This is an optimization exercise on Yosys and OpenROAD, whose aim is small area, a short achievable clock period and few clock cycles, not a production implementation. Where RTL was checked, it was by simulation tests only, not by an equivalence proof against the original. Power figures rest on the tool's default switching activity, not on a simulated workload.

T:
==> flow/design.v <==
package ll_pkg;
    localparam int DEF_DATA_DEPTH = 16;
    localparam int DEF_DATA_WD    = 32;
    localparam int DEF_NUM_LISTS  = 4;
    typedef enum logic [2:0] {
        OP_PUSH_TAIL = 3'd0,
        OP_INSERT_AT = 3'd1,
        OP_DELETE_AT = 3'd2,
        OP_READ_AT   = 3'd3,
        OP_CLEAR     = 3'd4
    } ll_op_e;
    typedef enum logic [1:0] {
        ST_OK    = 2'd0,
        ST_FULL  = 2'd1,
        ST_EMPTY = 2'd2,
        ST_BAD   = 2'd3
    } ll_status_e;
    typedef enum logic [1:0] {
        S_IDLE = 2'd0,
        S_WALK = 2'd1,
        S_EXEC = 2'd2,
        S_RESP = 2'd3
    } ll_state_e;
endpackage
import ll_pkg::*;
module ll_ptr_mgr #(
    parameter int DATA_DEPTH = ll_pkg::DEF_DATA_DEPTH,
    parameter int DATA_WD    = ll_pkg::DEF_DATA_WD,
    parameter int NUM_LISTS  = ll_pkg::DEF_NUM_LISTS,
    localparam int PTR_WD    = $clog2(DATA_DEPTH),
    localparam int CNT_WD    = PTR_WD + 1,
    localparam int LID_WD    = (NUM_LISTS > 1) ? $clog2(NUM_LISTS) : 1
) (
    input  logic                        clk,
    input  logic                        reset_n,
    input  logic                        req_vld,
    output logic                        req_rdy,
    input  logic [2:0]                  req_op,
    input  logic [LID_WD-1:0]           req_list,
    input  logic [CNT_WD-1:0]           req_pos,
    input  logic [DATA_WD-1:0]          req_data,
    output logic                        resp_vld,
    input  logic                        resp_rdy,
    output logic [DATA_WD-1:0]          resp_data,
    output logic [1:0]                  resp_status,
    output logic [NUM_LISTS-1:0]        ll_empty,
    output logic [NUM_LISTS*CNT_WD-1:0] ll_size,
    output logic [CNT_WD-1:0]           free_cnt
);
    function automatic logic ge4(input logic [3:0] a, input logic [3:0] b);
        logic [3:0] g, e;
        g = a & ~b;
        e = ~(a ^ b);
        ge4 = g[3] | (e[3] & g[2]) | (e[3] & e[2] & g[1]) | (e[3] & e[2] & e[1] & (a[0] | ~b[0]));
    endfunction
    function automatic logic gt4(input logic [3:0] a, input logic [3:0] b);
        logic [3:0] g, e;
        g = a & ~b;
        e = ~(a ^ b);
        gt4 = g[3] | (e[3] & g[2]) | (e[3] & e[2] & g[1]) | (e[3] & e[2] & e[1] & g[0]);
    endfunction
    function automatic logic [3:0] inc4(input logic [3:0] a);
        inc4 = {a[3] ^ (a[2] & a[1] & a[0]), a[2] ^ (a[1] & a[0]), a[1] ^ a[0], ~a[0]};
    endfunction
    function automatic logic [3:0] dec4(input logic [3:0] a);
        dec4 = {a[3] ^ ~(a[2] | a[1] | a[0]), a[2] ^ ~(a[1] | a[0]), a[1] ^ ~a[0], ~a[0]};
    endfunction
    logic [DATA_DEPTH-1:0] vld_q;
    logic [LID_WD-1:0]     lid_q   [DATA_DEPTH];
    logic [PTR_WD-1:0]     rank_q  [DATA_DEPTH];
    logic [DATA_WD-1:0]    data_mem[DATA_DEPTH];
    logic [CNT_WD-1:0]     size_q  [NUM_LISTS];
    logic                  acc, free_zero, is_push, is_ins, is_del, is_rd, is_clr;
    logic                  alloc_ok, del_ok, clr_ok, keep;
    logic [1:0]            chk_stat;
    logic [NUM_LISTS-1:0]  lsel;
    logic [CNT_WD-1:0]     in_size;
    logic [PTR_WD-1:0]     new_rank;
    logic [DATA_WD-1:0]    rd_data;
    logic [DATA_DEPTH-1:0] lm, eq, gt, ge, ff;
    assign req_rdy   = !resp_vld || resp_rdy;
    assign acc       = req_vld && req_rdy;
    assign free_zero = (free_cnt == '0);
    assign is_push   = (req_op == OP_PUSH_TAIL);
    assign is_ins    = (req_op == OP_INSERT_AT);
    assign is_del    = (req_op == OP_DELETE_AT);
    assign is_rd     = (req_op == OP_READ_AT);
    assign is_clr    = (req_op == OP_CLEAR);
    always_comb begin
        in_size = '0;
        for (int l = 0; l < NUM_LISTS; l++) begin
            lsel[l] = (req_list == LID_WD'(l));
            in_size = in_size | (size_q[l] & {CNT_WD{lsel[l]}});
        end
    end
    assign new_rank = is_push ? in_size[PTR_WD-1:0] : req_pos[PTR_WD-1:0];
    logic [NUM_LISTS-1:0] pos_gt, pos_ge;
    logic                 ins_bad, at_bad, in_empty;
    always_comb begin
        for (int l = 0; l < NUM_LISTS; l++) begin
            pos_gt[l] = size_q[l][4] ? (req_pos[4] && |req_pos[3:0])
                                     : (req_pos[4] || gt4(req_pos[3:0], size_q[l][3:0]));
            pos_ge[l] = size_q[l][4] ? req_pos[4]
                                     : (req_pos[4] || ge4(req_pos[3:0], size_q[l][3:0]));
        end
    end
    assign ins_bad  = |(pos_gt & lsel);
    assign at_bad   = |(pos_ge & lsel);
    assign in_empty = |(ll_empty & lsel);
    always_comb begin
        chk_stat = ST_OK;
        case (req_op)
            OP_PUSH_TAIL: if (free_zero) chk_stat = ST_FULL;
            OP_INSERT_AT: begin
                if (free_zero)    chk_stat = ST_FULL;
                else if (ins_bad) chk_stat = ST_BAD;
            end
            OP_DELETE_AT, OP_READ_AT: begin
                if (in_empty)    chk_stat = ST_EMPTY;
                else if (at_bad) chk_stat = ST_BAD;
            end
            OP_CLEAR: ;
            default: chk_stat = ST_BAD;
        endcase
    end
    assign alloc_ok = acc && !free_zero && (is_push || (is_ins && !ins_bad));
    assign del_ok   = acc && is_del && !at_bad;
    assign clr_ok   = acc && is_clr;
    assign keep     = !(alloc_ok || del_ok || clr_ok);
    logic [CNT_WD-1:0] free_inc, free_dec, free_clr;
    logic [CNT_WD-1:0] size_inc [NUM_LISTS];
    logic [CNT_WD-1:0] size_dec [NUM_LISTS];
    assign free_inc = free_cnt + CNT_WD'(1);
    assign free_dec = free_cnt - CNT_WD'(1);
    always_comb begin
        free_clr = '0;
        for (int l = 0; l < NUM_LISTS; l++) begin
            free_clr    = free_clr | ((free_cnt + size_q[l]) & {CNT_WD{lsel[l]}});
            size_inc[l] = size_q[l] + CNT_WD'(1);
            size_dec[l] = size_q[l] - CNT_WD'(1);
        end
    end
    always_comb begin
        logic all_used;
        all_used = 1'b1;
        for (int i = 0; i < DATA_DEPTH; i++) begin
            lm[i] = vld_q[i] && (lid_q[i] == req_list);
            eq[i] = lm[i] && !req_pos[4] && (rank_q[i] == req_pos[3:0]);
            gt[i] = lm[i] && !req_pos[4] && gt4(rank_q[i], req_pos[3:0]);
            ge[i] = lm[i] && !req_pos[4] && ge4(rank_q[i], req_pos[3:0]);
            ff[i] = !vld_q[i] && all_used;
            all_used = all_used && vld_q[i];
        end
    end
    logic                  rd_op;
    logic [DATA_DEPTH-1:0] rsel;
    assign rd_op = is_del || is_rd;
    assign rsel  = eq & {DATA_DEPTH{rd_op}};
    always_comb begin
        rd_data = '0;
        for (int i = 0; i < DATA_DEPTH; i++)
            rd_data = rd_data | (data_mem[i] & {DATA_WD{rsel[i]}});
    end
    logic [DATA_DEPTH-1:0] rank_en;
    logic [PTR_WD-1:0]     rank_d [DATA_DEPTH];
    always_comb begin
        for (int i = 0; i < DATA_DEPTH; i++) begin
            rank_en[i] = ff[i] || (acc && is_ins && !free_zero && ge[i]) || (acc && is_del && gt[i]);
            rank_d[i]  = ff[i] ? new_rank : (is_ins ? inc4(rank_q[i]) : dec4(rank_q[i]));
        end
    end
    always_comb begin
        ll_size  = '0;
        for (int l = 0; l < NUM_LISTS; l++) begin
            ll_size[l*CNT_WD +: CNT_WD] = size_q[l];
        end
    end
    always_ff @(posedge clk) begin
        if (req_rdy) resp_data <= rd_data;
        for (int i = 0; i < DATA_DEPTH; i++) begin
            if (ff[i]) begin
                data_mem[i] <= req_data;
                lid_q[i]    <= req_list;
            end
            if (rank_en[i]) rank_q[i] <= rank_d[i];
        end
    end
    always_ff @(posedge clk or posedge reset_n) begin
        if (reset_n) begin
            vld_q       <= '0;
            resp_vld    <= 1'b0;
            resp_status <= '0;
            free_cnt    <= CNT_WD'(DATA_DEPTH);
            ll_empty    <= '1;
            for (int l = 0; l < NUM_LISTS; l++) size_q[l] <= '0;
        end else begin
            if (acc) begin
                resp_vld    <= 1'b1;
                resp_status <= chk_stat;
            end else if (resp_rdy) begin
                resp_vld    <= 1'b0;
            end
            for (int i = 0; i < DATA_DEPTH; i++) begin
                if (alloc_ok && ff[i])         vld_q[i] <= 1'b1;
                else if (del_ok && eq[i])      vld_q[i] <= 1'b0;
                else if (clr_ok && lm[i])      vld_q[i] <= 1'b0;
            end
            for (int l = 0; l < NUM_LISTS; l++)
                if (lsel[l] && !keep) begin
                    size_q[l]   <= is_clr ? '0 : (is_del ? size_dec[l] : size_inc[l]);
                    ll_empty[l] <= is_clr || (is_del && size_q[l] == CNT_WD'(1));
                end
            if (!keep)
                free_cnt <= is_clr ? free_clr : (is_del ? free_inc : free_dec);
        end
    end
endmodule
Settings: LEC_CHECK=0, CAP_MARGIN=20, CORE_MARGIN=2, CORE_UTILIZATION=40, SETUP_SLACK_MARGIN=3.0, SLEW_MARGIN=20; clock period 6.0 ns.
run.sh (not shown) runs the stock make flow with config.mk's settings and CLKGATE_MAP_FILE= SYNTH_SCRIPT=/design/flow/synth_recipe.tcl, a recipe that flattens the netlist after the stock synthesis.
## Diff of input files: P against T
--- a/flow/design.v
+++ b/flow/design.v
@@ -169,12 +169,14 @@
             rank_d[i]  = ff[i] ? new_rank : (is_ins ? inc4(rank_q[i]) : dec4(rank_q[i]));
         end
     end
     always_comb begin
         ll_size  = '0;
+        ll_empty = '0;
         for (int l = 0; l < NUM_LISTS; l++) begin
             ll_size[l*CNT_WD +: CNT_WD] = size_q[l];
+            ll_empty[l]                 = (size_q[l] == '0);
         end
     end
     always_ff @(posedge clk) begin
         if (req_rdy) resp_data <= rd_data;
         for (int i = 0; i < DATA_DEPTH; i++) begin
@@ -189,11 +191,10 @@
         if (reset_n) begin
             vld_q       <= '0;
             resp_vld    <= 1'b0;
             resp_status <= '0;
             free_cnt    <= CNT_WD'(DATA_DEPTH);
-            ll_empty    <= '1;
             for (int l = 0; l < NUM_LISTS; l++) size_q[l] <= '0;
         end else begin
             if (acc) begin
                 resp_vld    <= 1'b1;
                 resp_status <= chk_stat;
@@ -204,14 +205,12 @@
                 if (alloc_ok && ff[i])         vld_q[i] <= 1'b1;
                 else if (del_ok && eq[i])      vld_q[i] <= 1'b0;
                 else if (clr_ok && lm[i])      vld_q[i] <= 1'b0;
             end
             for (int l = 0; l < NUM_LISTS; l++)
-                if (lsel[l] && !keep) begin
-                    size_q[l]   <= is_clr ? '0 : (is_del ? size_dec[l] : size_inc[l]);
-                    ll_empty[l] <= is_clr || (is_del && size_q[l] == CNT_WD'(1));
-                end
+                if (lsel[l] && !keep)
+                    size_q[l] <= is_clr ? '0 : (is_del ? size_dec[l] : size_inc[l]);
             if (!keep)
                 free_cnt <= is_clr ? free_clr : (is_del ? free_inc : free_dec);
         end
     end
 endmodule
### Flow results
P reached the final stage; the timing, DRC and antenna checks on its layout passed.
On fraction of standard cell area that is sequential: P sits above T.
P reports its critical path endpoint as ll_empty[1] while T reports resp_data[31].
Taking T as the reference, in P met3 routed wirelength decreased by 22% relative to the old numbers, combined area of all synthesized cells went down by about 1.1%, proportion of synthesized area in mux cells shrank by 0.30 points, well tap count fell by about 1%, worst setup slack saw an increase.
P vs T: design area down by a few percent
T -> P: wire length decreased by a little under 10%
Worst endpoint required time: higher on T
a222oi_1 as the cell at the slowest stage of the critical path was reported by T, and or4_4 by P.
Compared with T, P shows a lower share of the clock period used by the worst path after layout.
The sequential group share of total power of T and that of P are within noise of each other.
Testbench counts of P, summed over its fixed seeds: cycles 4,808.
For T, only the layout was checked, not whether the RTL still works.

re-timing with driven ports:
No port has a modelled driver above. Below, the same layouts with a new extraction and two added sets of constraints.
Step 1: set_driving_cell puts a clkbuf_16 on clk and a buf_2 on each other input, an assumption about the parent block.
Step 2 adds t to the input delays and takes it off the output delays; t is the mean of the earliest and latest rising clock arrival at the registers after step 1. Input paths then give back, and output paths get back, about the clock's delay inside the block.
a / b / c = ideal ports / drivers / drivers and shift; a / b = the first two.
run	t (ns)	setup WS [ns]	clock arrival spread, ns	worst data-port slew with drivers (ns)	pins driven straight from the clock port
T	0.680	2.738 / 2.745 / 2.064	0.027 / 0.027	0.13	1
P	0.677	2.975 / 2.913 / 2.299	0.038 / 0.037	0.18	1
After both steps setup and hold are still met in every run listed. For P, which loses most, drivers alone change the setup slack by -0.062 ns; drivers and shift together by -0.676 ns.
